What follows belongs to an exercise in optimizing a design on an open flow for small area and a short achievable clock period; a production flow would make more cautious choices. Only simulation tests tie the RTL to the original design; equivalence was not proved. Power figures rest on the tool's default switching activity, not on a simulated workload.

==> flow/run.sh <==
#!/bin/bash
# synth_recipe.tcl (not shown) runs the flow's synth.tcl, then flattens the netlist and writes it again
# the make line also repeats each setting of config.mk as NAME=value (left out here)
make -C /OpenROAD-flow-scripts/flow DESIGN_CONFIG=/design/flow/config.mk WORK_HOME=/design/flow/orfs CLKGATE_MAP_FILE= SYNTH_SCRIPT=/design/flow/synth_recipe.tcl finish
==> flow/design.v <==
`default_nettype none
package fp16_pkg;
    typedef struct packed {
        logic       sign;
        logic [4:0] exp;         
        logic [9:0] frac;        
    } fp16_t;
    typedef struct packed {
        logic is_nan;
        logic is_inf;
        logic is_zero;
    } fp16_class_t;
endpackage
`default_nettype wire
`default_nettype none
package fma_pkg;
    typedef struct packed {
        logic       sign;
        logic [4:0] exp;
        logic [9:0] frac;
    } fp16_t;
    typedef struct packed {
        logic is_nan;
        logic is_inf;
        logic is_zero;
    } fp16_class_t;
    typedef enum logic [1:0] {PROD_NONE, PROD_NAN, PROD_INF, PROD_ZERO} prod_special_t;
    typedef enum logic [1:0] {SPEC_NAN, SPEC_INF, SPEC_PASS_C} special_kind_t;
    typedef struct packed {
        logic signed [6:0]     exp_sum;      
        logic                  sign;         
        logic [10:0]           sig_a;        
        logic [10:0]           sig_b;
        fp16_class_t           c_class;
        fp16_t                 c;
        prod_special_t         prod_special;
    } unpacked_t;
    typedef struct packed {
        logic signed [6:0] exp;              
        logic              sign;
        logic [47:0]       mag;              
        logic              special;
    } sum_t;
    typedef struct packed {
        logic [30:0]   pad;
        special_kind_t kind;
        logic [4:0]    exp;                  
        logic [9:0]    frac;
    } special_payload_t;
endpackage
`default_nettype wire
`default_nettype none
module fp16_unpack (
    input  logic [9:0]  f,
    output logic [3:0]  lz,
    output logic [9:0]  frac
);
    logic [10:0] sig, s8, s4, s2, s1;
    always_comb begin
        sig   = {1'b0, f};
        lz[3] = ~|sig[10:3];
        s8    = lz[3] ? {sig[2:0], 8'b0} : sig;
        lz[2] = ~|s8[10:7];
        s4    = lz[2] ? {s8[6:0], 4'b0} : s8;
        lz[1] = ~|s4[10:9];
        s2    = lz[1] ? {s4[8:0], 2'b0} : s4;
        lz[0] = ~s2[10];
        s1    = lz[0] ? {s2[9:0], 1'b0} : s2;
        frac  = s1[9:0];
    end
endmodule
`default_nettype wire
module fma_mul_tree (
    input  logic [9:0]  fa,
    input  logic [9:0]  fb,
    output logic [21:0] r0,
    output logic [21:0] r1
);
    logic t1, t2, t3, t4, t5, t6, t7, t8, t9, t10, t11, t12, t13, t14, t15, t16, t17, t18, t19, t20, t21, t22, t23, t24, t25, t26, t27, t28, t29, t30, t31, t32, t33, t34, t35, t36, t37, t38, t39, t40, t41, t42, t43, t44, t45, t46, t47, t48, t49, t50, t51, t52, t53, t54, t55, t56, t57, t58, t59, t60, t61, t62, t63, t64, t65, t66, t67, t68, t69, t70, t71, t72, t73, t74, t75, t76, t77, t78, t79, t80, t81, t82, t83, t84, t85, t86, t87, t88, t89, t90, t91, t92, t93, t94, t95, t96, t97, t98, t99, t100, t101, t102, t103, t104, t105, t106, t107, t108, t109, t110, t111, t112, t113, t114, t115, t116, t117, t118, t119, t120, t121, t122, t123, t124, t125, t126, t127, t128, t129, t130, t131, t132, t133, t134, t135, t136, t137, t138, t139, t140, t141, t142, t143, t144, t145, t146, t147, t148, t149, t150, t151, t152, t153, t154, t155, t156, t157, t158, t159, t160, t161, t162, t163, t164, t165, t166, t167, t168, t169, t170, t171, t172, t173, t174, t175, t176, t177, t178, t179, t180;
    assign {t2, t1} = (fa[0] & fb[9]) + (fa[1] & fb[8]);
    assign {t4, t3} = (fa[1] & fb[9]) + (fa[2] & fb[8]) + (fa[3] & fb[7]);
    assign {t6, t5} = (fa[4] & fb[6]) + (fa[5] & fb[5]);
    assign {t8, t7} = (fa[2] & fb[9]) + (fa[3] & fb[8]) + (fa[4] & fb[7]);
    assign {t10, t9} = (fa[5] & fb[6]) + (fa[6] & fb[5]);
    assign {t12, t11} = (fa[3] & fb[9]) + (fa[4] & fb[8]) + (fa[5] & fb[7]);
    assign {t14, t13} = (fa[0] & fb[6]) + (fa[1] & fb[5]);
    assign {t16, t15} = (fa[0] & fb[7]) + (fa[1] & fb[6]) + (fa[2] & fb[5]);
    assign {t18, t17} = (fa[3] & fb[4]) + (fa[4] & fb[3]);
    assign {t20, t19} = (fa[0] & fb[8]) + (fa[1] & fb[7]) + (fa[2] & fb[6]);
    assign {t22, t21} = (fa[3] & fb[5]) + (fa[4] & fb[4]) + (fa[5] & fb[3]);
    assign {t24, t23} = (fa[6] & fb[2]) + (fa[7] & fb[1]);
    assign {t26, t25} = (fa[2] & fb[7]) + (fa[3] & fb[6]) + (fa[4] & fb[5]);
    assign {t28, t27} = (fa[5] & fb[4]) + (fa[6] & fb[3]) + (fa[7] & fb[2]);
    assign {t30, t29} = (fa[8] & fb[1]) + (fa[9] & fb[0]) + t1;
    assign {t32, t31} = (fa[6] & fb[4]) + (fa[7] & fb[3]) + (fa[8] & fb[2]);
    assign {t34, t33} = (fa[9] & fb[1]) + fa[0] + fb[0];
    assign {t36, t35} = t3 + t5 + t2;
    assign {t38, t37} = (fa[7] & fb[4]) + (fa[8] & fb[3]) + (fa[9] & fb[2]);
    assign {t40, t39} = fa[1] + fb[1] + t7;
    assign {t42, t41} = t9 + t4 + t6;
    assign {t44, t43} = (fa[6] & fb[6]) + (fa[7] & fb[5]) + (fa[8] & fb[4]);
    assign {t46, t45} = (fa[9] & fb[3]) + fa[2] + fb[2];
    assign {t48, t47} = t11 + t8 + t10;
    assign {t50, t49} = (fa[4] & fb[9]) + (fa[5] & fb[8]) + (fa[6] & fb[7]);
    assign {t52, t51} = (fa[7] & fb[6]) + (fa[8] & fb[5]) + (fa[9] & fb[4]);
    assign {t54, t53} = fa[3] + fb[3] + t12;
    assign {t56, t55} = (fa[5] & fb[9]) + (fa[6] & fb[8]) + (fa[7] & fb[7]);
    assign {t58, t57} = (fa[8] & fb[6]) + (fa[9] & fb[5]) + fa[4];
    assign {t60, t59} = (fa[6] & fb[9]) + (fa[7] & fb[8]) + (fa[8] & fb[7]);
    assign {t62, t61} = (fa[0] & fb[4]) + (fa[1] & fb[3]);
    assign {t64, t63} = (fa[0] & fb[5]) + (fa[1] & fb[4]) + (fa[2] & fb[3]);
    assign {t66, t65} = (fa[3] & fb[2]) + (fa[4] & fb[1]);
    assign {t68, t67} = (fa[2] & fb[4]) + (fa[3] & fb[3]) + (fa[4] & fb[2]);
    assign {t70, t69} = (fa[5] & fb[1]) + (fa[6] & fb[0]) + t13;
    assign {t72, t71} = (fa[5] & fb[2]) + (fa[6] & fb[1]) + (fa[7] & fb[0]);
    assign {t74, t73} = t15 + t17 + t14;
    assign {t76, t75} = (fa[8] & fb[0]) + t19 + t21;
    assign {t78, t77} = t23 + t16 + t18;
    assign {t80, t79} = t25 + t27 + t29;
    assign {t82, t81} = t20 + t22 + t24;
    assign {t84, t83} = t31 + t33 + t35;
    assign {t86, t85} = t26 + t28 + t30;
    assign {t88, t87} = t37 + t39 + t41;
    assign {t90, t89} = t32 + t34 + t36;
    assign {t92, t91} = t43 + t45 + t47;
    assign {t94, t93} = t38 + t40 + t42;
    assign {t96, t95} = t49 + t51 + t53;
    assign {t98, t97} = t44 + t46 + t48;
    assign {t100, t99} = fb[4] + t55 + t57;
    assign {t102, t101} = t50 + t52 + t54;
    assign {t104, t103} = (fa[9] & fb[6]) + fa[5] + fb[5];
    assign {t106, t105} = t59 + t56 + t58;
    assign {t108, t107} = (fa[7] & fb[9]) + (fa[8] & fb[8]) + (fa[9] & fb[7]);
    assign {t110, t109} = fa[6] + fb[6] + t60;
    assign {t112, t111} = (fa[8] & fb[9]) + (fa[9] & fb[8]) + fa[7];
    assign {t114, t113} = (fa[0] & fb[3]) + (fa[1] & fb[2]);
    assign {t116, t115} = (fa[2] & fb[2]) + (fa[3] & fb[1]) + (fa[4] & fb[0]);
    assign {t118, t117} = (fa[5] & fb[0]) + t63 + t65;
    assign {t120, t119} = t67 + t69 + t64;
    assign {t122, t121} = t71 + t73 + t68;
    assign {t124, t123} = t75 + t77 + t72;
    assign {t126, t125} = t79 + t81 + t76;
    assign {t128, t127} = t83 + t85 + t80;
    assign {t130, t129} = t87 + t89 + t84;
    assign {t132, t131} = t91 + t93 + t88;
    assign {t134, t133} = t95 + t97 + t92;
    assign {t136, t135} = t99 + t101 + t96;
    assign {t138, t137} = t103 + t105 + t100;
    assign {t140, t139} = t107 + t109 + t104;
    assign {t142, t141} = fb[7] + t111 + t108;
    assign {t144, t143} = (fa[9] & fb[9]) + fa[8] + fb[8];
    assign {t146, t145} = (fa[0] & fb[2]) + (fa[1] & fb[1]);
    assign {t148, t147} = (fa[2] & fb[1]) + (fa[3] & fb[0]) + t113;
    assign {t150, t149} = t61 + t115 + t114;
    assign {t152, t151} = t62 + t117 + t116;
    assign {t154, t153} = t66 + t119 + t118;
    assign {t156, t155} = t70 + t121 + t120;
    assign {t158, t157} = t74 + t123 + t122;
    assign {t160, t159} = t78 + t125 + t124;
    assign {t162, t161} = t82 + t127 + t126;
    assign {t164, t163} = t86 + t129 + t128;
    assign {t166, t165} = t90 + t131 + t130;
    assign {t168, t167} = t94 + t133 + t132;
    assign {t170, t169} = t98 + t135 + t134;
    assign {t172, t171} = t102 + t137 + t136;
    assign {t174, t173} = t106 + t139 + t138;
    assign {t176, t175} = t110 + t141 + t140;
    assign {t178, t177} = t112 + t143 + t142;
    assign {t180, t179} = fa[9] + fb[9] + t144;
    assign r0[0] = (fa[0] & fb[0]);
    assign r1[0] = '0;
    assign r0[1] = (fa[0] & fb[1]);
    assign r1[1] = (fa[1] & fb[0]);
    assign r0[2] = (fa[2] & fb[0]);
    assign r1[2] = t145;
    assign r0[3] = t147;
    assign r1[3] = t146;
    assign r0[4] = t149;
    assign r1[4] = t148;
    assign r0[5] = t151;
    assign r1[5] = t150;
    assign r0[6] = t153;
    assign r1[6] = t152;
    assign r0[7] = t155;
    assign r1[7] = t154;
    assign r0[8] = t157;
    assign r1[8] = t156;
    assign r0[9] = t159;
    assign r1[9] = t158;
    assign r0[10] = t161;
    assign r1[10] = t160;
    assign r0[11] = t163;
    assign r1[11] = t162;
    assign r0[12] = t165;
    assign r1[12] = t164;
    assign r0[13] = t167;
    assign r1[13] = t166;
    assign r0[14] = t169;
    assign r1[14] = t168;
    assign r0[15] = t171;
    assign r1[15] = t170;
    assign r0[16] = t173;
    assign r1[16] = t172;
    assign r0[17] = t175;
    assign r1[17] = t174;
    assign r0[18] = t177;
    assign r1[18] = t176;
    assign r0[19] = t179;
    assign r1[19] = t178;
    assign r0[20] = 1'b1;
    assign r1[20] = t180;
    assign r0[21] = '0;
    assign r1[21] = '0;
endmodule
`default_nettype none
module fma_normalize_pack (
    input  logic [25:0] x,
    output logic [4:0]  lead
);
    always_comb begin
        lead = '0;
        for (int i = 0; i < 26; i++) begin
            if (x[i]) begin
                lead = 5'(i);
            end
        end
    end
endmodule
`default_nettype wire
`timescale 1ns/1ns
`default_nettype none
module fp16_fma_top (
    input  logic        clk,
    input  logic        rst_n,
    input  logic        in_valid,
    input  logic [15:0] a,
    input  logic [15:0] b,
    input  logic [15:0] c,
    output logic [15:0] result,
    output logic        out_valid
);
    logic        a_sub, b_sub, c_sub;
    logic        a_nan, a_inf, a_zero, b_nan, b_inf, b_zero, c_nan, c_inf, c_zero;
    logic        prod_nan, prod_inf, prod_zero;
    logic [3:0]  lz_a, lz_b, lz_c;
    logic [9:0]  fa_s, fb_s, fc_s, fa_n, fb_n, fc_n;
    logic [5:0]  xa, xb, xc;
    fp16_unpack u_na (.f(a[9:0]), .lz(lz_a), .frac(fa_s));
    fp16_unpack u_nb (.f(b[9:0]), .lz(lz_b), .frac(fb_s));
    fp16_unpack u_nc (.f(c[9:0]), .lz(lz_c), .frac(fc_s));
    always_comb begin
        a_sub  = a[14:10] == '0;
        b_sub  = b[14:10] == '0;
        c_sub  = c[14:10] == '0;
        a_nan  = (&a[14:10]) & (|a[9:0]);
        a_inf  = (&a[14:10]) & ~(|a[9:0]);
        a_zero = a_sub & ~(|a[9:0]);
        b_nan  = (&b[14:10]) & (|b[9:0]);
        b_inf  = (&b[14:10]) & ~(|b[9:0]);
        b_zero = b_sub & ~(|b[9:0]);
        c_nan  = (&c[14:10]) & (|c[9:0]);
        c_inf  = (&c[14:10]) & ~(|c[9:0]);
        c_zero = c_sub & ~(|c[9:0]);
        prod_nan  = a_nan | b_nan | (a_inf & b_zero) | (a_zero & b_inf);
        prod_inf  = ~prod_nan & (a_inf | b_inf);
        prod_zero = a_zero | b_zero;
        fa_n = a_sub ? fa_s : a[9:0];
        fb_n = b_sub ? fb_s : b[9:0];
        fc_n = c_sub ? fc_s : c[9:0];
        xa = a_sub ? 6'(6'd1 - 6'(lz_a)) : {1'b0, a[14:10]};
        xb = b_sub ? 6'(6'd1 - 6'(lz_b)) : {1'b0, b[14:10]};
        xc = c_sub ? 6'(6'd1 - 6'(lz_c)) : {1'b0, c[14:10]};
    end
    logic [9:0]  s2_fa, s2_fb, s2_fc;
    logic [5:0]  s2_xa, s2_xb, s2_xc;
    logic        s2_cz, s2_sp, s2_sc, s2_nan, s2_inf, s2_pc;
    always_ff @(posedge clk) begin
        s2_fa  <= fa_n;
        s2_fb  <= fb_n;
        s2_fc  <= fc_n;
        s2_xa  <= xa;
        s2_xb  <= xb;
        s2_xc  <= xc;
        s2_cz  <= c_zero;
        s2_sp  <= a[15] ^ b[15];
        s2_sc  <= c[15];
        s2_nan <= prod_nan | c_nan | (prod_inf & c_inf & (a[15] ^ b[15] ^ c[15]));
        s2_inf <= prod_inf;
        s2_pc  <= c_inf | prod_zero;
    end
    logic [21:0] t_r0, t_r1;
    logic [7:0]  d;
    fma_mul_tree u_tree (.fa(s2_fa), .fb(s2_fb), .r0(t_r0), .r1(t_r1));
    always_comb begin
        d = 8'(signed'(s2_xa)) + 8'(signed'(s2_xb)) - 8'd14 - 8'(signed'(s2_xc));
    end
    logic [21:0] s3_r0, s3_r1;
    logic [9:0]  s3_fc;
    logic [7:0]  s3_d;
    logic [5:0]  s3_xc;
    logic        s3_cz, s3_sp, s3_sc, s3_nan, s3_inf, s3_pc;
    always_ff @(posedge clk) begin
        s3_r0  <= t_r0;
        s3_r1  <= t_r1;
        s3_fc  <= s2_fc;
        s3_d   <= d;
        s3_xc  <= s2_xc;
        s3_cz  <= s2_cz;
        s3_sp  <= s2_sp;
        s3_sc  <= s2_sc;
        s3_nan <= s2_nan;
        s3_inf <= s2_inf;
        s3_pc  <= s2_pc;
    end
    logic [21:0] prod;
    always_comb begin
        prod = s3_r0 + s3_r1;
    end
    logic [21:0] s4_prod;
    logic [9:0]  s4_fc;
    logic [7:0]  s4_d;
    logic [5:0]  s4_xc;
    logic        s4_cz, s4_sp, s4_sc, s4_nan, s4_inf, s4_pc;
    always_ff @(posedge clk) begin
        s4_prod <= prod;
        s4_fc   <= s3_fc;
        s4_d    <= s3_d;
        s4_xc   <= s3_xc;
        s4_cz   <= s3_cz;
        s4_sp   <= s3_sp;
        s4_sc   <= s3_sc;
        s4_nan  <= s3_nan;
        s4_inf  <= s3_inf;
        s4_pc   <= s3_pc;
    end
    logic signed [7:0] sd;
    logic [7:0]        ad;
    logic [4:0]        shc, sidx, shamt;
    logic [6:0]        lp, lc;
    logic              p21, mant_ge, pb, st_en;
    logic [9:0]        pm;
    always_comb begin
        sd      = signed'(s4_d);
        p21     = s4_prod[21];
        pm      = p21 ? s4_prod[20:11] : s4_prod[19:10];
        mant_ge = pm >= s4_fc;
        pb      = ~s4_pc & (s4_cz | (sd > 8'sd1) | ((sd == 8'sd1) & (p21 | mant_ge)) |
                            ((sd == 8'sd0) & p21 & mant_ge));
        ad      = (sd >= 1) ? 8'(sd + 8'sd1) : 8'(8'sd1 - sd);
        shc     = (ad > 8'd25) ? 5'd25 : ad[4:0];
        sidx    = (ad > 8'd25) ? 5'd22 : 5'(ad[4:0] - 5'd3);
        shamt   = (sd == 8'sd1) ? {2'b0, pb, 1'b0} : shc;
        st_en   = p21 ? (((sd >= 8'sd2) & (sd <= 8'sd46)) | ((sd <= -8'sd2) & (sd >= -8'sd46)))
                      : (((sd >= 8'sd2) & (sd <= 8'sd47)) | ((sd <= -8'sd2) & (sd >= -8'sd45)));
        lc      = 7'd24 - 7'(signed'(s4_xc));
        lp      = lc - 7'(s4_d);
    end
    logic [21:0] s5_prod;
    logic [9:0]  s5_fc;
    logic [4:0]  s5_shamt, s5_sidx;
    logic        s5_pb, s5_st_en, s5_cz, s5_pc;
    logic [6:0]  s5_e;
    logic        s5_sign, s5_sub, s5_nan, s5_inf;
    always_ff @(posedge clk) begin
        s5_prod  <= s4_prod;
        s5_fc    <= s4_fc;
        s5_shamt <= shamt;
        s5_sidx  <= sidx;
        s5_pb    <= pb;
        s5_st_en <= st_en;
        s5_cz    <= s4_cz;
        s5_pc    <= s4_pc;
        s5_e     <= pb ? lp : lc;
        s5_sign  <= (s4_inf | pb) ? s4_sp : s4_sc;
        s5_sub   <= ~s4_pc & (s4_sp ^ s4_sc);
        s5_nan   <= s4_nan;
        s5_inf   <= s4_inf;
    end
    logic [21:0] c_frame, big;
    logic [22:0] sml;
    logic [22:0] po;
    logic [24:0] s_win;
    logic        sticky;
    always_comb begin
        c_frame = s5_cz ? 22'b0 : {1'b1, s5_fc, 11'b0};
        big     = s5_pb ? s5_prod : c_frame;
        if (s5_pc) begin
            sml = '0;
        end else if (s5_pb) begin
            sml = {c_frame, 1'b0};
        end else begin
            sml = {s5_prod, 1'b0};
        end
        s_win  = {sml, 2'b0} >> s5_shamt;
        po[0]  = sml[0];
        for (int k = 1; k < 23; k++) begin
            po[k] = po[k-1] | sml[k];
        end
        sticky = s5_st_en & po[s5_sidx];
    end
    logic [21:0] s6_big;
    logic [25:0] s6_small;
    logic [6:0]  s6_e;
    logic        s6_sign, s6_sub, s6_nan, s6_inf;
    always_ff @(posedge clk) begin
        s6_big   <= big;
        s6_small <= {s_win, sticky} ^ {26{s5_sub}};
        s6_e     <= s5_e;
        s6_sign  <= s5_sign;
        s6_sub   <= s5_sub;
        s6_nan   <= s5_nan;
        s6_inf   <= s5_inf;
    end
    logic [25:0] fsum;
    always_comb begin
        fsum = {1'b0, s6_big, 3'b0} + s6_small + 26'(s6_sub);
    end
    logic [25:0] s7_f;
    logic [6:0]  s7_e;
    logic        s7_sign, s7_sub, s7_nan, s7_inf;
    always_ff @(posedge clk) begin
        s7_f    <= fsum;
        s7_e    <= s6_e;
        s7_sign <= s6_sign;
        s7_sub  <= s6_sub;
        s7_nan  <= s6_nan;
        s7_inf  <= s6_inf;
    end
    logic [4:0]        lead;
    logic signed [7:0] en;
    logic signed [7:0] sube, lim_sub;
    logic [25:0]       above_sub, from_ovf;
    logic              ovf, subn, fzero;
    logic [5:0]        nsh;
    logic [4:0]        exp_r;
    fma_normalize_pack u_lead (.x(s7_f), .lead(lead));
    always_comb begin
        lim_sub = signed'(s7_e) + 8'sd0;
        for (int i = 0; i < 26; i++) begin
            above_sub[i] = signed'(8'(i)) > lim_sub;
            from_ovf[i]  = signed'(8'(i - 31)) >= lim_sub;
        end
        subn  = ~|(s7_f & above_sub);
        ovf   = |(s7_f & from_ovf);
        en    = signed'(8'(lead) - 8'(signed'(s7_e)));
        fzero = s7_f == '0;
        sube  = lim_sub + 8'sd1;
        nsh   = subn ? ((sube > 8'sd36) ? 6'd36 : sube[5:0]) : 6'(lead);
        exp_r = (subn | fzero) ? 5'd0 : en[4:0];
    end
    logic [25:0] s8_f;
    logic [5:0]  s8_nsh;
    logic [4:0]  s8_exp;
    logic        s8_sign, s8_ovf, s8_nan;
    always_ff @(posedge clk) begin
        s8_f    <= s7_f;
        s8_nsh  <= nsh;
        s8_exp  <= exp_r;
        s8_sign <= s7_inf ? s7_sign : (s7_sign & ~(fzero & s7_sub));
        s8_ovf  <= s7_inf | (ovf & ~fzero);
        s8_nan  <= s7_nan;
    end
    logic [35:0] win;
    logic [15:0] packed_res;
    always_comb begin
        win = {s8_f, 10'b0} >> s8_nsh;
        if (s8_nan) begin
            packed_res = 16'h7e00;
        end else if (s8_ovf) begin
            packed_res = {s8_sign, 5'h1f, 10'b0};
        end else begin
            packed_res = {s8_sign, s8_exp, win[9:0]};
        end
    end
    always_ff @(posedge clk) begin
        result <= packed_res;
    end
    logic [7:0] vld;
    always_ff @(posedge clk or negedge rst_n) begin
        if (!rst_n) begin
            vld <= '0;
        end else begin
            vld <= {vld[6:0], in_valid};
        end
    end
    assign out_valid = vld[7];
endmodule
`default_nettype wire
==> flow/constraint.sdc <==
create_clock -name core_clock -period 8.0 [get_ports {clk}]
set_input_delay 1.6000 -clock core_clock [delete_from_list [all_inputs] [get_ports {clk}]]
set_output_delay 1.6000 -clock core_clock [all_outputs]
set_load 0.01 [all_outputs]
==> flow/config.mk <==
export PLATFORM = sky130hd
export DESIGN_NAME = fp16_fma_top
export DESIGN_NICKNAME = fp16_fma_top
export VERILOG_FILES = /design/flow/design.v
export SDC_FILE = /design/flow/constraint.sdc
export NUM_CORES = 4
export LEC_CHECK = 0
export CAP_MARGIN = 20
export CORE_MARGIN = 2
export CORE_UTILIZATION = 40
export CTS_BUF_LIST = sky130_fd_sc_hd__clkbuf_4 sky130_fd_sc_hd__clkbuf_8
export SETUP_SLACK_MARGIN = 4.8
export SLEW_MARGIN = 20
==> summary.md, run 1 <==
| Metric | Value |
|---|---|
| Status | `complete, no violations` |
| Final period util | `0.4125` |
| Die footprint | `between 50000 and 60000 um2` |
| Initial antenna violation count | `0` |
| Seq/Total Area, Yosys | `0.3754` |
| First-pass GRT wire length | `86680 um` |
| DRC | `0` |
| Deepest clock path buffer count | `3` |
| Syn Nets | `2504` |
| Sw Pwr | `roughly 3.7 mW` |
| RSZ-0062 raised after global routing | `yes` |
| Synth unique cells | `86` |
| Critical path class | `reg -> reg` |
| Leak | `~11 nW` |
| Fmax | `roughly 300 MHz` |
| Reg power frac | `0.351` |
| CTS Sinks | `393` |
| Setup ws final | `4.700 ns` |
| Clock latency (worst-skew pair) | `0.64 ns` |
| CP top delay family | `adder cells` |
| CTS tree | `built` |
| Worst setup SP type | `flop` |
| DR vias/cell | `around 5.3` |
| Cts bufs inserted | `between 60 and 70` |
| Routed wire length | `around 54000 um` |
| Wire length per cell | `17.38 um` |
| Slowest-stage cell, CP | `fa_2` |
| Sw Ratio | `0.4008` |
| CP max FO | `5` |
| Vias | `16246` |
| Yosys Warn Count | `3` |
| WP buf/inv | `3` |
| Die width | `233.5 um` |
| Critical-path cell list | `buf_6 -> and2_4 -> fa_1 -> inv_2 -> fa_2 -> fa_1 -> inv_1 -> fa_1 -> fa_2` |
| Final nets | `~2600` |
| Hold-fix buffers, CTS | `0` |
| Largest cells by area after synthesis | `dfxtp_1 (37%), fa_1 (8.5%), ha_1 (6.2%)` |
| Synthesized area per cell | `9.325 um2` |
| Final Skew | `0.04531 ns` |
| Pre-CTS setup slack | `3.545 ns` |
| Comb pwr share | `0.445` |
| Hold crit path type | `reg -> reg` |
| Number of synthesized flops with an enable pin | `0` |
| Layout cells sized above 1 | `0.1423` |
| DRT Pass-1 Iters | `7` |
| Max_cap viols | `0` |
| Fin. Hold Viols | `0` |
| Clock power frac | `0.203` |
| Die Span Y | `233.5 um` |
| Most frequent CP cell | `fa_1` |
| Number of synthesized register bits | `slightly below 400` |
| Clk root buf | `clkbuf_8` |
| # IOs | `68` |
| Final HPWL from detailed placement | `40060 um` |
| Pins Over Slew Limit | `0` |
| Asr flop ratio synth | `0.02036` |
| Initial DRC count | `1002` |
| Clk slew on worst S/H paths | `about 0.050 ns` |
| FILL cells | `around 5000` |
| Area leader, netlist | `dfxtp_1` |
| Worst vdd ir | `0.1588 mV` |
| Int Power | `5.480 mW` |
| PortBufs | `67` |
| Critical Path Max Stage Delay | `0.57 ns` |
| Worst EP required | `8.53 ns` |
| Least-Margin Pin Slew | `a little under 1 ns` |
| GP Congestion | `0.8990` |
| Commonest non-fill, non-tap cell in the layout | `dfxtp_1` |
| Power per cell area | `375.3 nW/um2` |
| Initial core utilization | `0.4025` |
| Setup TNS | `0 ns` |
| Most frequent cells in the layout | `dfxtp_1 (365), nand2_1 (168), inv_1 (163), nor2_1 (150), a21oi_1 (144)` |
| GRT Util Overall | `0.2006` |
| Post-Syn Area | `21070 um2` |
| Total gr overflow | `0` |
| Area delta synth->final | `15.68%` |
| Primary FF master, synth | `dfxtp_1` |
| ANT nets after route | `0` |
| Largest net degree at the start of global routing | `60` |
| Mapped Cells | `about 2300` |
| Crit path time final | `3.300 ns` |
| Total power | `roughly 9 mW` |
| Critical Path Sink Type | `flop` |
| Number of cell rows | `84` |
| H-tree depth | `3` |
| Top cell type's share of synthesized area | `0.3659` |
| Worst Path Arrival | `between 3 and 4 ns` |
| Vias in the first global route | `16478` |
| Hold_ws | `about 0.30 ns` |
| Setup violations, final | `0` |
| Core area | `52340 um2` |
| Max_slew headroom | `0.3576` |
worst paths after layout:
check	startpoint	end	slack [ns]	cells past startpoint
max	s2_fb[8]$_DFF_P_	s3_r0[11]$_DFF_P_	4.70	9
min	s4_prod[5]$_DFF_P_	s5_prod[5]$_DFF_P_	0.30	0
max reg2reg	s2_fb[8]$_DFF_P_	s3_r0[11]$_DFF_P_	4.70	9
min reg2reg	s4_prod[5]$_DFF_P_	s5_prod[5]$_DFF_P_	0.30	0
max in group asynchronous	rst_n	vld[7]$_DFF_PN0_	6.45	1
min in group asynchronous	rst_n	vld[5]$_DFF_PN0_	1.27	1
layout make-up:
| class | instances | area [um2] | area share |
|---|---|---|---|
| clock buffers | 105 | 1326 | 0.05443 |
| diodes | 1 | 2.502 | 0.0001027 |
| clock inverters | 17 | 107.6 | 0.004416 |
| flip-flops and latches | 393 | 7955 | 0.3265 |
| inverters | 185 | 720.7 | 0.02957 |
| multi-input cells | 1586 | 12370 | 0.5077 |
| well taps | 688 | 860.8 | 0.03533 |
| repair buffers | 110 | 1023 | 0.04200 |
cells by family (layout without fill, tap and decap cells):
family	count (synthesis)	in the layout	synth area share
buffers and inverters	280	417	0.05084
adders and majority gates	194	194	0.1469
other	0	1	0
DFF	393	393	0.3754
and+or+nand+nor	655	655	0.1540
AOI/OAI and AO/OA	505	505	0.1531
muxes	130	130	0.07727
xor gates and xnor gates	102	102	0.04241
worst register-to-register path: cells and delay by family, from the launching register on:
family	cells	cell delay [ns]
adders and majority gates	5	2.48
buffers and inverters	3	0.26
DFF	1	0.37
and+or+nand+nor	1	0.13
state kept, by name (all words and copies together), names as in the netlist, 10 cells and up:
register  cells
s2_fc        10
s8_f         26
s2_fa        10
result       16
s5_prod      22
s4_prod      22
s5_fc        10
s3_r1        20
s6_big       22
s3_fc        10
s7_f         26
s6_small     26
s3_r0        20
s2_fb        10
s4_fc        10
metrics by stage:
step | std cells | util | instance area (um2)
5_1_grt | 3084 | 0.4655 | 24370
3_3_place_gp | 2929 | 0.4280 | 22400
3_5_place_dp | 2929 | 0.4280 | 22400
6_report | 3085 | 0.4656 | 24370
4_1_cts | 3072 | 0.4615 | 24150
2_1_floorplan | 2259 | - | 21220
synth_stat cells, types with 41 or more instances:
library cell and instances:
dfxtp_1 385, nand2_1 170, mux2_2 41, inv_1 178, fa_1 89, xor2_1 49, xnor2_1 53, a21oi_1 149
mux2i_1 67, nor2_1 160, ha_1 105, and2_1 94, clkbuf_1 72, nand2b_1 41, o21ai_0 120, nand3_1 41
metal layers:
layer  track usage  routed length (um)  part of all wire
met5             0                   0                 0
met2        0.3358               25500              0.48
met4       0.07694                1598             0.030
met3       0.04102                2980             0.056
met1        0.2537               23530              0.44
timing repair:
item | in CTS | in global routing
setup buffers | 21 | 12
cloned | 0 | 0
endpoints found under the setup margin | 48 | 45
gates resized for setup | 64 | 52
pin swaps | 19 | 17
power by group through the flow:
stage / clock (mW) / combinational (mW) / sequential [mW]
floorplan: 0 / 3.16 / 2.91
global placement: 0 / 3.95 / 3.23
detailed placement: 0 / 4.00 / 3.24
CTS: 1.93 / 4.07 / 3.19
global route: 2.02 / 4.58 / 3.29
finish: 1.86 / 4.07 / 3.21
==> inputs of run 2 (changes only) <==
--- a/flow/config.mk
+++ b/flow/config.mk
@@ -8,6 +8,5 @@
 export CAP_MARGIN = 20
 export CORE_MARGIN = 2
 export CORE_UTILIZATION = 40
-export CTS_BUF_LIST = sky130_fd_sc_hd__clkbuf_4 sky130_fd_sc_hd__clkbuf_8
 export SETUP_SLACK_MARGIN = 4.8
 export SLEW_MARGIN = 20
==> run 2 against run 1 <==
  * Sequential share of layout area is 0.082 points lower
  * Area after synthesis unchanged
  * Critical path depth rose by 1
  * Non-clock buffer count up 4
==> summary.md, run 2 <==
| Metric | Value |
|---|---|
| Status | `complete, no violations` |
| Largest cells by area after synthesis | `dfxtp_1 (37%), fa_1 (8.5%), ha_1 (6.2%)` |
| First-pass GRT wire length | `86640 um (about the same)` |
| Clk slew on worst S/H paths | `0.06 ns (about the same)` |
| Most frequent cells in the layout | `dfxtp_1 (364), nand2_1 (168), inv_1 (167), nor2_1 (147), a21oi_1 (142)` |
| Synth unique cells | `86 (unchanged)` |
| PortBufs | `67 (unchanged)` |
| Initial antenna violation count | `0 (unchanged)` |
| Pins Over Slew Limit | `0 (unchanged)` |
| Mapped Cells | `2259 (unchanged)` |
| FILL cells | `4994 (-0.54%)` |
| Hold_ws | `0.3238 ns (+0.01957 ns)` |
| Wire length per cell | `17.63 um (+1.5%)` |
| Fmax | `304.3 MHz (+0.41%)` |
| Hold-fix buffers, CTS | `0 (unchanged)` |
| Cts bufs inserted | `43 (-37%)` |
| Yosys Warn Count | `3 (unchanged)` |
| Area delta synth->final | `15.99%` |
| Initial DRC count | `1010 (+0.80%)` |
| Biggest regs | `s6_small: 26 flops, s7_f: 26 flops, s8_f: 26 flops` |
| Final nets | `2568 (-0.81%)` |
| Critical Path Sink Type | `flop` |
| CP max FO | `5 (unchanged)` |
| ANT cells | `0 (-1)` |
| Asr flop ratio synth | `0.02036 (unchanged)` |
| # IOs | `68 (unchanged)` |
| Setup TNS | `0 ns (unchanged)` |
| CTS tree | `built` |
| Fin. Hold Viols | `0 (unchanged)` |
| Crit path time final | `3.287 ns (-0.01334 ns)` |
| Least-Margin Pin Slew | `0.9752 ns (+0.01297 ns)` |
| Die width | `233.5 um (unchanged)` |
| Fin util | `0.4668 (+0.001243)` |
| Total gr overflow | `0 (unchanged)` |
| Vias in the first global route | `16253 (-1.4%)` |
| RSZ-0062 raised after global routing | `yes` |
| Number of cell rows | `84 (unchanged)` |
| DR vias/cell | `5.320 (+1.0%)` |
| Clock latency (worst-skew pair) | `0.57 ns (-0.07 ns)` |
| Number of synthesized flops with an enable pin | `0 (unchanged)` |
| Initial core utilization | `0.4025 (unchanged)` |
| Commonest cells post-synth | `dfxtp_1 (385), inv_1 (178), nand2_1 (170)` |
| Die Span Y | `233.5 um (unchanged)` |
| Area leader, netlist | `dfxtp_1` |
| Hold crit path type | `reg -> reg` |
| Primary FF master, synth | `dfxtp_1` |
| Number of synthesized register bits | `393 (unchanged)` |
| Post-Syn Area | `21070 um2 (unchanged)` |
| Leak | `10.61 nW (-0.74%)` |
| DRC | `0 (unchanged)` |
| Top cell type's share of synthesized area | `0.3659 (unchanged)` |
| Die footprint | `54520 um2 (unchanged)` |
| Setup violations, final | `0 (unchanged)` |
| Most common cell in the netlist | `dfxtp_1` |
| Clk root buf | `clkbuf_16` |
| Largest net degree at the start of global routing | `60 (unchanged)` |
| Core area | `52340 um2 (unchanged)` |
| Critical path class | `reg -> reg` |
| Syn Nets | `2504 (unchanged)` |
| CTS Sinks | `393 (unchanged)` |
| GP Congestion | `0.8990 (unchanged)` |
| Synthesized area per cell | `9.325 um2 (unchanged)` |
| Commonest non-fill, non-tap cell in the layout | `dfxtp_1` |
| Worst vdd ir | `0.1737 mV (+9.4%)` |
| GRT Util Overall | `0.1990 (-0.001516)` |
| Final period util | `0.4108 (-0.001667)` |
| Layout cells sized above 1 | `0.1254 (-0.01695)` |
| Seq/Total Area, Yosys | `0.3754 (unchanged)` |
| Max_cap viols | `0 (unchanged)` |
| ANT nets after route | `0 (unchanged)` |
| Worst Path Arrival | `3.73 ns (-0.10 ns)` |
| Deepest clock path buffer count | `3 (unchanged)` |
| Worst EP required | `8.44 ns (-0.09 ns)` |
| DRT Pass-1 Iters | `5 (-2)` |
| Final Skew | `0.02799 ns (-0.01732 ns)` |
| Power per cell area | `382.3 nW/um2 (+1.9%)` |
| Routed wire length | `53620 um (about the same)` |
| Worst setup SP type | `flop` |
| Vias | `16178 (-0.42%)` |
| H-tree depth | `2 (-1)` |
| Final HPWL from detailed placement | `40060 um (unchanged)` |
| Max_slew headroom | `0.3490 (-0.008657)` |
-- run 2: cell types whose count changed in the layout (fill, tap and decap cells not counted), sizes merged --
cell           delta
clkdlybuf4s15     +3
buf               +4
clkinvlp          -1
bufinv            +7
clkbuf           -48
dlygate4sd2       -3
diode             -1
inv               +4
dlymetal6s2s      -5
clkinv            -4
-- run 2: layout make-up --
| type | count | area, um2 | area share |
|---|---|---|---|
| inverters | 185 | 723.2 | 0.02960 |
| repair buffers | 114 | 1047 | 0.04286 |
| clock buffers | 52 | 1130 | 0.04624 |
| flip-flops and latches | 393 | 7956 | 0.3256 |
| well taps | 688 | 860.8 | 0.03523 |
| clock inverters | 23 | 327.8 | 0.01342 |
| multi-input cells | 1586 | 12390 | 0.5070 |
-- run 2: repair_timing --
| item | in CTS | in global routing |
|---|---|---|
| gates resized for setup | 67 | 66 |
| setup endpoints to repair | 52 | 52 |
| pin swaps | 13 | 26 |
| setup buffers | 31 | 6 |
| gates cloned | 0 | 0 |
-- run 2: final timing paths --
| path | endpoint | startpoint | cells past startpoint | slack (ns) |
|---|---|---|---|---|
| setup / recovery | s3_r0[11]$_DFF_P_ | s2_fa[4]$_DFF_P_ | 10 | 4.71 |
| hold / removal | s7_e[1]$_DFF_P_ | s6_e[1]$_DFF_P_ | 0 | 0.32 |
| setup reg to reg | s3_r0[11]$_DFF_P_ | s2_fa[4]$_DFF_P_ | 10 | 4.71 |
| hold reg to reg | s7_e[1]$_DFF_P_ | s6_e[1]$_DFF_P_ | 0 | 0.32 |
| max in group asynchronous | vld[1]$_DFF_PN0_ | rst_n | 1 | 6.39 |
| min in group asynchronous | vld[7]$_DFF_PN0_ | rst_n | 1 | 1.33 |
-- run 2: power breakdown --
| group | switching (mW) | total, mW | internal, mW |
|---|---|---|---|
| sequential | 0.606 | 3.21 | 2.60 |
| clock | 0.804 | 2.04 | 1.24 |
| combinational | 2.27 | 4.09 | 1.82 |
| total | 3.68 | 9.34 | 5.66 |
-- run 2: cells by family after synthesis --
group	Yosys count	synth area share
AND/OR/NAND/NOR	655	0.1540
adder cells (fa/ha/maj)	194	0.1469
buffers and inverters	280	0.05084
AO/OA/AOI/OAI	505	0.1531
multiplexers	130	0.07727
flip-flops	393	0.3754
XOR/XNOR	102	0.04241
-- run 2: critical path: stages, from the launching register on --
cell and delay (ns):
dfxtp_4 0.37, clkinvlp_4 0.08, buf_6 0.11, nor2_4 0.03, fa_1 0.51, inv_2 0.05, fa_1 0.50, fa_1 0.52
inv_1 0.05, fa_1 0.46, fa_1 0.47
-- run 2: metrics by stage --
step                total power [mW]  setup WS, ns  area [um2]  std cells
finish                         9.341         4.713       24430       3041
global route                   10.07         4.636       24430       3041
CTS                            9.364         4.758       24250       3035
detailed placement             7.238         3.545       22400       2929
global placement               7.179         3.551       22400       2929
floorplan                      6.070         4.619       21220       2259
-- run 2: routing by layer --
metal	GRT usage	routed length, um	vias up
met3	0.03149	2742	85
li1	-	-	7922
met5	0	0	-
met4	0.05775	1407	0
met1	0.2600	23850	7758
met2	0.3390	25620	413
==> inputs of run 3 (changes only) <==
--- a/flow/config.mk
+++ b/flow/config.mk
@@ -8,5 +8,7 @@
 export CAP_MARGIN = 20
 export CORE_MARGIN = 2
 export CORE_UTILIZATION = 40
+export CTS_CLUSTER_DIAMETER = 100
+export CTS_CLUSTER_SIZE = 20
 export SETUP_SLACK_MARGIN = 4.8
 export SLEW_MARGIN = 20
==> run 3 against run 2 <==
  * Still clean
  * Final cell count fell by 1.2%
  * Sequential cell count did not move
  * Sequential power barely moved
  * Register-to-register slack got worse by 0.02 ns
  * Clock skew fell by 0.0046 ns
  * Clock power fell by about 40%
  * Critical path type unchanged
==> summary.md, run 3 <==
| Metric | Value |
|---|---|
| Setup TNS | `0 ns (unchanged)` |
| Multi-input logic area | `12370 um2 (-0.12%)` |
| Commonest cells post-synth | `dfxtp_1 (385), inv_1 (178), nand2_1 (170)` |
| Commonest non-fill, non-tap cell in the layout | `dfxtp_1` |
| Top cell type's share of synthesized area | `0.3659 (unchanged)` |
| Critical-path cell list | `clkinvlp_4 -> buf_6 -> nor2_4 -> fa_1 -> inv_2 -> fa_1 -> fa_1 -> inv_1 -> fa_2 -> fa_1` |
| Biggest regs | `s6_small: 26 flops, s7_f: 26 flops, s8_f: 26 flops` |
| # IOs | `68 (unchanged)` |
| Worst EP required | `8.44 ns (about the same)` |
| Fmax | `302.1 MHz (-0.72%)` |
| Area delta synth->final | `12.49%` |
| Critical path class | `reg -> reg` |
| CTS tree | `built` |
| Die footprint | `54520 um2 (unchanged)` |
| Clock latency (worst-skew pair) | `0.56 ns (about the same)` |
| Clk slew on worst S/H paths | `0.09 ns (+0.03 ns)` |
| Layout cells sized above 1 | `0.1127 (-0.01268)` |
| Initial DRC count | `1005 (-0.50%)` |
| Fin. Hold Viols | `0 (unchanged)` |
| Synthesized area per cell | `9.325 um2 (unchanged)` |
| DRT Pass-1 Iters | `5 (unchanged)` |
| Area leader, netlist | `dfxtp_1` |
| Max_cap viols | `0 (unchanged)` |
| Number of synthesized flops with an enable pin | `0 (unchanged)` |
| Setup ws final | `4.690 ns (-0.02387 ns)` |
| R2r worst-path depth | `10 (unchanged)` |
| RSZ-0062 raised after global routing | `yes` |
| Initial antenna violation count | `0 (unchanged)` |
| Asr flop ratio synth | `0.02036 (unchanged)` |
| Most frequent cells in the layout | `dfxtp_1 (364), nand2_1 (169), inv_1 (166), nor2_1 (148), a21oi_1 (143)` |
| Cts bufs inserted | `24 (-44%)` |
| Hold crit path type | `reg -> reg` |
| Setup violations, final | `0 (unchanged)` |
| Seq/Total Area, Yosys | `0.3754 (unchanged)` |
| Least-Margin Pin Slew | `0.9873 ns (+0.01213 ns)` |
| Final period util | `0.4138 (+0.002984)` |
| Mapped Cells | `2259 (unchanged)` |
| Initial core utilization | `0.4025 (unchanged)` |
| Deepest clock path buffer count | `3 (unchanged)` |
| Largest net degree at the start of global routing | `60 (unchanged)` |
| Most common cell in the netlist | `dfxtp_1` |
| ANT cells | `0 (unchanged)` |
| Hold depth | `0 (unchanged)` |
| Max_slew headroom | `0.3409 (-0.008100)` |
| Worst vdd ir | `0.1598 mV (-8.0%)` |
| Syn Nets | `2504 (unchanged)` |
| Die Span Y | `233.5 um (unchanged)` |
| Core area | `52340 um2 (unchanged)` |
| Largest cells by area after synthesis | `dfxtp_1 (37%), fa_1 (8.5%), ha_1 (6.2%)` |
| Final Skew | `0.02339 ns (-0.004600 ns)` |
| Synth unique cells | `86 (unchanged)` |
| Dpl cell area | `22400 um2 (unchanged)` |
| Pre-CTS setup slack | `3.545 ns (unchanged)` |
| CTS Sinks | `393 (unchanged)` |
| Critical Path Sink Type | `flop` |
| Hold_ws | `0.3281 ns (+0.004325 ns)` |
| Final nets | `2555 (-0.51%)` |
| Leak | `10.25 nW (-3.4%)` |
| Number of cell rows | `84 (unchanged)` |
| Vias in the first global route | `15955 (-1.8%)` |
| Most frequent CP cell | `fa_1` |
| Worst Path Arrival | `3.75 ns (+0.02 ns)` |
| Total power | `8.514 mW (-8.9%)` |
| Total gr overflow | `0 (unchanged)` |
| Number of synthesized register bits | `393 (unchanged)` |
| Worst setup SP type | `flop` |
| FILL cells | `5045 (+1.0%)` |
| Crit path time final | `3.310 ns (+0.02387 ns)` |
| Clk root buf | `clkbuf_16` |
| CP max FO | `5 (unchanged)` |
| H-tree depth | `1 (-1)` |
| Yosys Warn Count | `3 (unchanged)` |
| Routed wire length | `53060 um (-1.0%)` |
| ANT nets after route | `0 (unchanged)` |
| Final HPWL from detailed placement | `40060 um (unchanged)` |
| Final Instance Area | `23700 um2 (-3.0%)` |
| Post-Syn Area | `21070 um2 (unchanged)` |
| Slowest-stage cell, CP | `fa_2` |
| DR vias/cell | `5.352 (+0.61%)` |
| Status | `complete, no violations` |
| Power per cell area | `359.3 nW/um2 (-6.0%)` |
| Critical Path Max Stage Delay | `0.53 ns (about the same)` |
| GP Congestion | `0.8990 (unchanged)` |
| PortBufs | `67 (unchanged)` |
| Pins Over Slew Limit | `0 (unchanged)` |
| Primary FF master, synth | `dfxtp_1` |
| Wire length per cell | `17.66 um (+0.18%)` |
| GRT Util Overall | `0.1953 (-0.003776)` |
| Vias | `16078 (-0.62%)` |
| Die width | `233.5 um (unchanged)` |
| First-pass GRT wire length | `85550 um (-1.3%)` |
| Storage cell area | `7956 um2 (unchanged)` |
| DRC | `0 (unchanged)` |
run 3: cell counts after synthesis:
Identical to the previous run, type by type.
run 3: critical path, delay by kind of cell (launching register included):
family        cells  cell delay (ns)
simple gates      1             0.03
buf+inv           4             0.29
flops             1             0.38
fa+ha+maj         5             2.47
run 3: final timing paths:
kind	start	endpoint	slack, ns
setup / recovery	s2_fa[4]$_DFF_P_	s3_r0[11]$_DFF_P_	4.69
hold / removal	s3_xc[1]$_DFF_P_	s4_xc[1]$_DFF_P_	0.33
setup reg to reg	s2_fa[4]$_DFF_P_	s3_r0[11]$_DFF_P_	4.69
hold reg to reg	s3_xc[1]$_DFF_P_	s4_xc[1]$_DFF_P_	0.33
max in group asynchronous	rst_n	vld[1]$_DFF_PN0_	6.40
min in group asynchronous	rst_n	vld[6]$_DFF_PN0_	1.32
run 3: report_power, final:
part	total (mW)	internal, mW	leakage [nW]	switching, mW
logic	4.09	1.82	6.60	2.27
clock network	1.22	0.571	0.330	0.646
registers	3.21	2.60	3.32	0.607
total	8.51	4.99	10.3	3.52
run 3: cells by family after synthesis:
kind of cell / after synthesis / synth area share
mux: 130 / 0.07727
buf+inv: 280 / 0.05084
fa+ha+maj: 194 / 0.1469
xor+xnor: 102 / 0.04241
simple gates: 655 / 0.1540
compound gates: 505 / 0.1531
flops: 393 / 0.3754
run 3: per-layer routing:
metal	vias to the layer above	global-route usage	wire length [um]
met5	-	0	0
met4	0	0.04707	1161
met3	72	0.02454	2794
met2	416	0.3374	25350
met1	7727	0.2588	23750
li1	7863	-	-
run 3: timing repair:
item                                    4_1_cts  5_1_grt
gates resized for setup                      68       65
hold buffers                                  0        0
pin swaps                                    14       25
buffers inserted                             35        8
endpoints found under the setup margin       51       48
run 3: area by class of cell:
type,count,area share
well taps,688,0.03633
clock inverters,3,0.001373
clock buffers,29,0.02703
flip-flops and latches,393,0.3358
multi-input cells,1586,0.5221
inverters,185,0.03084
repair buffers,120,0.04652
run 3: metrics by stage:
stage / utilization / cells
floorplan: - / 2259
global placement: 0.4280 / 2929
detailed placement: 0.4280 / 2929
CTS: 0.4491 / 2996
global route: 0.4527 / 3004
finish: 0.4527 / 3004
==> inputs of run 4 (changes only) <==
--- a/flow/config.mk
+++ b/flow/config.mk
@@ -9,6 +9,6 @@
 export CORE_MARGIN = 2
 export CORE_UTILIZATION = 40
 export CTS_CLUSTER_DIAMETER = 100
-export CTS_CLUSTER_SIZE = 20
+export CTS_CLUSTER_SIZE = 28
 export SETUP_SLACK_MARGIN = 4.8
 export SLEW_MARGIN = 20
==> run 4 against run 3 <==
  * Still clean on timing, DRC and antenna
  * Non-clock buffer count is 10 lower
  * Hold slack better by 0.0023 ns
  * Sequential share of layout area increased by 0.22 points
  * Global-route usage is 0.085 points lower
  * Synthesized cell count unchanged
==> summary.md, run 4 <==
| Metric | Value |
|---|---|
| Status | `complete, no violations` |
| ANT nets after route | `0 (unchanged)` |
| Top cell type's share of synthesized area | `0.3659 (unchanged)` |
| Routed wire length | `52520 um (-1.0%)` |
| Hold crit path type | `reg -> reg` |
| PortBufs | `67 (unchanged)` |
| Synth unique cells | `86 (unchanged)` |
| Dpl cell area | `22400 um2 (unchanged)` |
| Multi-input logic area | `12370 um2 (unchanged)` |
| Worst vdd ir | `0.1613 mV (+0.94%)` |
| Critical path class | `reg -> reg` |
| Critical Path Max Stage Delay | `0.52 ns (about the same)` |
| Worst setup SP type | `flop` |
| Slowest-stage cell, CP | `fa_1` |
| Initial antenna violation count | `0 (unchanged)` |
| Most frequent CP cell | `fa_2` |
| Area delta synth->final | `11.81%` |
| Initial core utilization | `0.4025 (unchanged)` |
| Critical-path cell list | `clkinvlp_4 -> nor2_2 -> fa_2 -> inv_2 -> fa_2 -> fa_1 -> inv_1 -> fa_1 -> fa_2` |
| Post-Synth Simple-Gate Area | `0.1540 (unchanged)` |
| Crit path time final | `3.291 ns (-0.01951 ns)` |
| Biggest regs | `s6_small: 26 flops, s7_f: 26 flops, s8_f: 26 flops` |
| FILL cells | `5069 (+0.48%)` |
| Number of cell rows | `84 (unchanged)` |
| Final Instance Area | `23550 um2 (-0.60%)` |
| Number of synthesized register bits | `393 (unchanged)` |
| CP top delay family | `adder cells` |
| DRT Pass-1 Iters | `5 (unchanged)` |
| Area leader, netlist | `dfxtp_1` |
| ANT cells | `0 (unchanged)` |
| Most common cell in the netlist | `dfxtp_1` |
| Number of synthesized flops with an enable pin | `0 (unchanged)` |
| Hold-fix buffers, CTS | `0 (unchanged)` |
| Power per cell area | `358.3 nW/um2 (-0.28%)` |
| Most frequent cells in the layout | `dfxtp_1 (364), nand2_1 (168), inv_1 (164), nor2_1 (149), a21oi_1 (143)` |
| Storage cell area | `7961 um2 (about the same)` |
| Clock power frac | `0.137 (-0.006)` |
| Seq/Total Area, Yosys | `0.3754 (unchanged)` |
| Mapped Cells | `2259 (unchanged)` |
| Setup violations, final | `0 (unchanged)` |
| Commonest cells post-synth | `dfxtp_1 (385), inv_1 (178), nand2_1 (170)` |
| Wire length per cell | `17.56 um (-0.59%)` |
| CP max FO | `5 (unchanged)` |
| Final HPWL from detailed placement | `40060 um (unchanged)` |
| Die footprint | `54520 um2 (unchanged)` |
| Max_cap viols | `0 (unchanged)` |
| Max_slew headroom | `0.3531 (+0.01227)` |
| Reg power frac | `0.380 (+0.004)` |
| GRT Util Overall | `0.1944 (-0.0008544)` |
| First-pass GRT wire length | `85240 um (-0.37%)` |
| DRC | `0 (unchanged)` |
| Vias | `15905 (-1.1%)` |
| Pins Over Slew Limit | `0 (unchanged)` |
| Die Span Y | `233.5 um (unchanged)` |
| Worst EP required | `8.43 ns (about the same)` |
| CTS tree | `built` |
| Vias in the first global route | `15906 (-0.31%)` |
| Clock latency (worst-skew pair) | `0.56 ns (about the same)` |
| Fmax | `303.9 MHz (+0.59%)` |
| GP Congestion | `0.8990 (unchanged)` |
| Deepest clock path buffer count | `3 (unchanged)` |
| Final Skew | `0.03720 ns (+0.01380 ns)` |
| Commonest non-fill, non-tap cell in the layout | `dfxtp_1` |
| Int Power | `4.913 mW (-1.6%)` |
| Critical Path Sink Type | `flop` |
| Final nets | `2541 (-0.55%)` |
| Fin. Hold Viols | `0 (unchanged)` |
| Sw Pwr | `3.526 mW (+0.11%)` |
| CTS Sinks | `393 (unchanged)` |
| RSZ-0062 raised after global routing | `yes` |
| Adder-cell share of the synthesized area | `0.1469 (unchanged)` |
| Asr flop ratio synth | `0.02036 (unchanged)` |
| Syn Nets | `2504 (unchanged)` |
| Largest net degree at the start of global routing | `60 (unchanged)` |
| Comb pwr share | `0.483 (+0.002)` |
| Xor and xnor area share after synthesis | `0.04241 (unchanged)` |
| Post-Syn Area | `21070 um2 (unchanged)` |
| Clk root buf | `clkbuf_16` |
| Least-Margin Pin Slew | `0.9690 ns (-0.01838 ns)` |
| Total gr overflow | `0 (unchanged)` |
| Mux cell area share after synthesis | `0.07727 (unchanged)` |
| Setup TNS | `0 ns (unchanged)` |
| Synthesized area per cell | `9.325 um2 (unchanged)` |
| Worst Path Arrival | `3.72 ns (-0.03 ns)` |
| H-tree depth | `1 (unchanged)` |
| Yosys Warn Count | `3 (unchanged)` |
| # IOs | `68 (unchanged)` |
| Die width | `233.5 um (unchanged)` |
| Area fraction in compound gates after synthesis | `0.1531 (unchanged)` |
| Layout cells sized above 1 | `0.1112 (-0.001535)` |
| Sw Ratio | `0.4178 (+0.004110)` |
| Initial DRC count | `1045 (+4.0%)` |
| Cts bufs inserted | `20 (-17%)` |
| Leak | `10.17 nW (-0.82%)` |
| Final period util | `0.4114 (-0.002439)` |
| Primary FF master, synth | `dfxtp_1` |
| Core area | `52340 um2 (unchanged)` |
| Main combinational cell family by area after synthesis | `simple AND/OR/NAND/NOR gates` |
| DR vias/cell | `5.318 (-0.65%)` |
| WP buf/inv | `3 (-1)` |
| Largest cells by area after synthesis | `dfxtp_1 (37%), fa_1 (8.5%), ha_1 (6.2%)` |
| Clk slew on worst S/H paths | `0.10 ns (about the same)` |
[run 4: kinds of logic (layout without fill, tap and decap cells)]
logic type | count (synthesis) | in the layout
adder cells (fa/ha/maj) | 194 | 194
buffers and inverters | 280 | 324
multiplexers | 130 | 130
AND/OR/NAND/NOR | 655 | 655
flip-flops | 393 | 393
AO/OA/AOI/OAI | 505 | 505
XOR/XNOR | 102 | 102
[run 4: timing repair]
action / 4_1_cts / 5_1_grt
endpoints found under the setup margin: 51 / 44
buffers inserted: 29 / 4
resized for setup: 67 / 64
pin swaps: 21 / 22
[run 4: path summary, 6_finish.rpt]
check	start	to	slack, ns	cells past startpoint
max reg2reg	s2_fa[4]$_DFF_P_	s3_r0[11]$_DFF_P_	4.71	9
min reg2reg	s6_e[1]$_DFF_P_	s7_e[1]$_DFF_P_	0.33	0
min	s6_e[1]$_DFF_P_	s7_e[1]$_DFF_P_	0.33	0
max	s2_fa[4]$_DFF_P_	s3_r0[11]$_DFF_P_	4.71	9
min in group asynchronous	rst_n	vld[3]$_DFF_PN0_	1.32	1
max in group asynchronous	rst_n	vld[7]$_DFF_PN0_	6.41	1
[run 4: power by group through the flow]
stage / combinational [mW] / sequential, mW / clock [mW]
4_1_cts: 4.07 / 3.19 / 1.21
6_report: 4.08 / 3.20 / 1.16
3_5_place_dp: 4.00 / 3.24 / 0
2_1_floorplan: 3.16 / 2.91 / 0
5_1_grt: 4.58 / 3.28 / 1.28
3_3_place_gp: 3.95 / 3.23 / 0
[run 4: final cells by class]
type                            count  area share
Clock buffer                       22     0.02247
Clock inverter                      7    0.004462
Inverter                          185     0.03092
Multi-Input combinational cell   1586      0.5253
Sequential cell                   393      0.3380
Tap cell                          688     0.03655
Timing Repair Buffer              110     0.04228
[run 4: through the flow]
step | total power, mW | util | hold slack (ns) | std cells | setup slack (ns)
3_3_place_gp | 7.179 | 0.4280 | 0.3098 | 2929 | 3.551
6_report | 8.439 | 0.4500 | 0.3304 | 2991 | 4.709
5_1_grt | 9.141 | 0.4500 | 0.3425 | 2991 | 4.636
4_1_cts | 8.467 | 0.4474 | 0.3335 | 2987 | 4.682
3_5_place_dp | 7.238 | 0.4280 | 0.3121 | 2929 | 3.545
2_1_floorplan | 6.070 | - | 0.3096 | 2259 | 4.619
[run 4: metal layers]
metal / GRT usage / vias up / routed length, um
li1: - / 7834 / -
met1: 0.2592 / 7636 / 23830
met2: 0.3358 / 372 / 25090
met3: 0.02185 / 63 / 2434
met4: 0.04747 / 0 / 1162
met5: 0 / - / 0
==> inputs of run 5 (changes only) <==
--- a/flow/config.mk
+++ b/flow/config.mk
@@ -5,6 +5,7 @@
 export SDC_FILE = /design/flow/constraint.sdc
 export NUM_CORES = 4
 export LEC_CHECK = 0
+export ABC_AREA = 1
 export CAP_MARGIN = 20
 export CORE_MARGIN = 2
 export CORE_UTILIZATION = 40
==> run 5 against run 4 <==
  * Still clean on timing, DRC and antenna
  * Synthesized cell count grew 21%
  * Combinational power shrank 3%
  * Via count rose by 11%
  * Sequential power fell by 2%
  * Die area shrank 0.44%
  * Register-to-register slack better by 0.09 ns
  * Fmax grew 2.7%
  * Sequential share of layout area decreased by 0.58 points
  * Highest routed layer unchanged
==> summary.md, run 5 <==
| Metric | Value |
|---|---|
| Worst Path Arrival | `3.63 ns (-0.09 ns)` |
| Clock latency (worst-skew pair) | `0.56 ns (about the same)` |
| Hold depth | `0 (unchanged)` |
| CTS tree | `built` |
| Top cell type's share of synthesized area | `0.3675 (+0.001659)` |
| Die Span Y | `233.0 um (-0.22%)` |
| Largest cells by area after synthesis | `dfxtp_1 (37%), nand2_1 (11%), fa_1 (8.5%)` |
| Commonest cells post-synth | `nand2_1 (631), inv_1 (417), dfxtp_1 (385)` |
| Pins Over Slew Limit | `0 (unchanged)` |
| Worst EP required | `8.42 ns (about the same)` |
| DR vias/cell | `5.019 (-5.6%)` |
| R2r setup slk | `4.80 ns (+0.09 ns)` |
| Critical Path Sink Type | `flop` |
| Vias | `17583 (+11%)` |
| CTS Sinks | `393 (unchanged)` |
| DRC | `0 (unchanged)` |
| Most frequent cells in the layout | `nand2_1 (613), inv_1 (397), dfxtp_1 (366), nor2_1 (151), o21ai_0 (147)` |
| WHS Endpoint | `s4_fc[3]$_DFF_P_` |
| Initial antenna violation count | `0 (unchanged)` |
| Fmax | `312.1 MHz (+2.7%)` |
| Hold-fix buffers, CTS | `0 (unchanged)` |
| Initial core utilization | `0.4063 (+0.003826)` |
| RSZ-0062 raised after global routing | `yes` |
| Yosys Warn Count | `3 (unchanged)` |
| Fin. Hold Viols | `0 (unchanged)` |
| GP Congestion | `0.9072 (+0.91%)` |
| Primary FF master, synth | `dfxtp_1` |
| Worst reg2reg startpoint | `s2_fb[7]$_DFF_P_` |
| Post-Syn Area | `20970 um2 (-0.45%)` |
| Final period util | `0.4005 (-0.01084)` |
| Critical path class | `reg -> reg` |
| Clk root buf | `clkbuf_16` |
| Worst setup SP type | `flop` |
| Number of synthesized flops with an enable pin | `0 (unchanged)` |
| Setup violations, final | `0 (unchanged)` |
| Biggest regs | `s6_small: 26 flops, s7_f: 26 flops, s8_f: 26 flops` |
| Vias in the first global route | `17036 (+7.1%)` |
| Setup TNS | `0 ns (unchanged)` |
| Largest net degree at the start of global routing | `35 (-42%)` |
| Routed wire length | `54740 um (+4.2%)` |
| Wire length per cell | `15.63 um (-11%)` |
| Final HPWL from detailed placement | `42810 um (+6.9%)` |
| Max_slew headroom | `0.4118 (+0.05867)` |
| Syn Nets | `2976 (+19%)` |
| Final Skew | `0.02603 ns (-0.01116 ns)` |
| GRT Util Overall | `0.2036 (+0.009210)` |
| Number of synthesized register bits | `393 (unchanged)` |
| Clk slew on worst S/H paths | `0.10 ns (about the same)` |
| Commonest non-fill, non-tap cell in the layout | `nand2_1` |
| Worst r2r dst | `s3_r0[11]$_DFF_P_` |
| Most common cell in the netlist | `nand2_1` |
| Hold_ws | `0.3294 ns (-0.0009460 ns)` |
| Asr flop ratio synth | `0.02036 (unchanged)` |
| Cts bufs inserted | `20 (unchanged)` |
| Max_cap viols | `0 (unchanged)` |
| ANT nets after route | `0 (unchanged)` |
| Hold crit path type | `reg -> reg` |
| Number of cell rows | `83 (-1.2%)` |
| Power per cell area | `346.3 nW/um2 (-3.3%)` |
| Status | `complete, no violations` |
| Layout cells sized above 1 | `0.09989 (-0.01127)` |
| CP max FO | `5 (unchanged)` |
| Core area | `51610 um2 (-1.4%)` |
| Seq/Total Area, Yosys | `0.3771 (+0.001702)` |
| Area delta synth->final | `14.22%` |
| Placed insts | `3403 (+16%)` |
| First-pass GRT wire length | `88740 um (+4.1%)` |
| Die footprint | `54270 um2 (-0.44%)` |
| Die width | `233.0 um (-0.22%)` |
| Final nets | `3060 (+20%)` |
| Area leader, netlist | `dfxtp_1` |
| Synthesized area per cell | `7.679 um2 (-18%)` |
| ANT cells | `0 (unchanged)` |
| Hold wc startpoint | `s3_fc[3]$_DFF_P_` |
| # IOs | `68 (unchanged)` |
| Deepest clock path buffer count | `3 (unchanged)` |
| PortBufs | `67 (unchanged)` |
| DRT Pass-1 Iters | `5 (unchanged)` |
| Total gr overflow | `0 (unchanged)` |
| Final Non-Filler Cells | `3503 (+17%)` |
| Leak | `11.67 nW (+15%)` |
| Synth unique cells | `65 (-24%)` |
| R2r worst-path depth | `9 (unchanged)` |
| Initial DRC count | `1097 (+5.0%)` |
| Crit path time final | `3.204 ns (-0.08668 ns)` |
| Least-Margin Pin Slew | `0.8811 ns (-0.08788 ns)` |
| H-tree depth | `1 (unchanged)` |
| Mapped Cells | `2731 (+21%)` |
| Worst vdd ir | `0.1452 mV (-10%)` |
[run 5: cell types whose count changed after synthesis, moves of 26 or more]
cell and delta:
mux2i_1 -60, nand2_1 +461, nand3_1 +60, o21ai_1 +105, xnor2_1 -27, mux2_2 -41
inv_2 +38, nand2b_1 -41, o21ai_0 +37, a21o_1 -31, a21oi_1 -26, and2_1 -93
inv_1 +239
[run 5: routing by layer]
metal	up-vias	GRT usage	wire length, um
li1	8843	-	-
met1	8198	0.2745	24920
met2	454	0.3466	25640
met3	88	0.02194	2830
met4	0	0.05354	1349
met5	-	0	0
[run 5: what timing repair did]
item	CTS	global route
resized for setup	73	113
gates cloned	2	0
buffers inserted	41	27
setup endpoints to repair	52	48
endpoints found under the hold margin	0	0
pin swaps	23	49
[run 5: cell families (layout without fill, tap and decap cells)]
family	Yosys count	count (layout)	synth area share
buffers and inverters	548	638	0.09881
AOI/OAI and AO/OA	529	529	0.1443
DFF	393	393	0.3771
xor gates and xnor gates	92	92	0.03842
muxes	8	8	0.003878
and+or+nand+nor	967	969	0.1899
adders and majority gates	194	194	0.1476
[run 5: report_power, final]
| part | leakage [nW] | switching (mW) | internal [mW] |
|---|---|---|---|
| registers | 3.32 | 0.545 | 2.58 |
| clock network | 0.325 | 0.661 | 0.545 |
| logic | 8.03 | 2.49 | 1.47 |
| total | 11.7 | 3.70 | 4.60 |
[run 5: final cells by class]
class | instances | area (um2)
clock inverter | 7 | 126.4
inverter | 468 | 1847
multi-input combinational | 1792 | 11400
tap | 680 | 850.8
sequential | 393 | 7956
timing repair buffer | 140 | 1225
fill | 5082 | 27660
clock buffer | 23 | 543.0
[run 5: how the worst max path moves through the flow]
stage                                       to        startpoint  slack (ns)
after floorplan               s2_xa[3]$_DFF_P_              a[3]        4.69
after global placement        s2_xa[3]$_DFF_P_              a[3]        3.66
after detailed placement      s2_fa[3]$_DFF_P_              a[9]        3.64
after CTS                     s2_fa[3]$_DFF_P_              a[8]        4.80
after global routing      s8_exp[4]$_SDFF_PP0_   s7_f[2]$_DFF_P_        4.69
final                        s3_r0[11]$_DFF_P_  s2_fb[7]$_DFF_P_        4.80
[run 5: critical path, stage by stage (launching register included)]
cell and delay, ns:
dfxtp_4 0.39, nand2_2 0.06, inv_2 0.04, fa_1 0.54, inv_2 0.04, fa_1 0.50, fa_1 0.52, inv_1 0.05
fa_2 0.53, fa_1 0.42
[run 5: per-stage QoR]
step	area [um2]	utilization	power (mW)	setup WS [ns]
floorplan	21210	-	5.896	4.691
global placement	22380	0.4337	7.000	3.661
detailed placement	22380	0.4337	7.025	3.642
CTS	23510	0.4556	8.272	4.797
global route	23950	0.4641	9.060	4.691
finish	23950	0.4641	8.294	4.796

-- port drivers added, routing unchanged --
How much do the figures lean on ideal ports? The routed layouts below were timed once more, with nothing changed but the port constraints. Step 1: set_driving_cell puts a clkbuf_16 on clk and a buf_2 on each other input, an assumption about the parent block. Step 2 times the ports against the registers' clock, not the clock port: input delays grow and output delays shrink by t, the midpoint of the rising clock arrivals with the driver on. Slacks: ideal / step 1 / step 2; pairs: ideal / step 1.
| run | t, ns | slack for setup (ns) | worst setup path after step 2 | worst slew at a driven data input, ns |
|---|---|---|---|---|
| run 1 | 0.671 | 4.700 / 4.700 / 4.189 | input to register | 0.05 |
| run 2 | 0.617 | 4.713 / 4.713 / 4.220 | input to register | 0.05 |
| run 3 | 0.607 | 4.690 / 4.690 / 4.237 | input to register | 0.05 |
| run 4 | 0.599 | 4.709 / 4.709 / 4.258 | input to register | 0.05 |
| run 5 | 0.601 | 4.796 / 4.796 / 4.294 | input to register | 0.04 |
After both steps setup and hold are still met in every run listed. The setup slack of run 1, which loses most, moves by 0.000 ns with the drivers and by -0.511 ns with both steps.
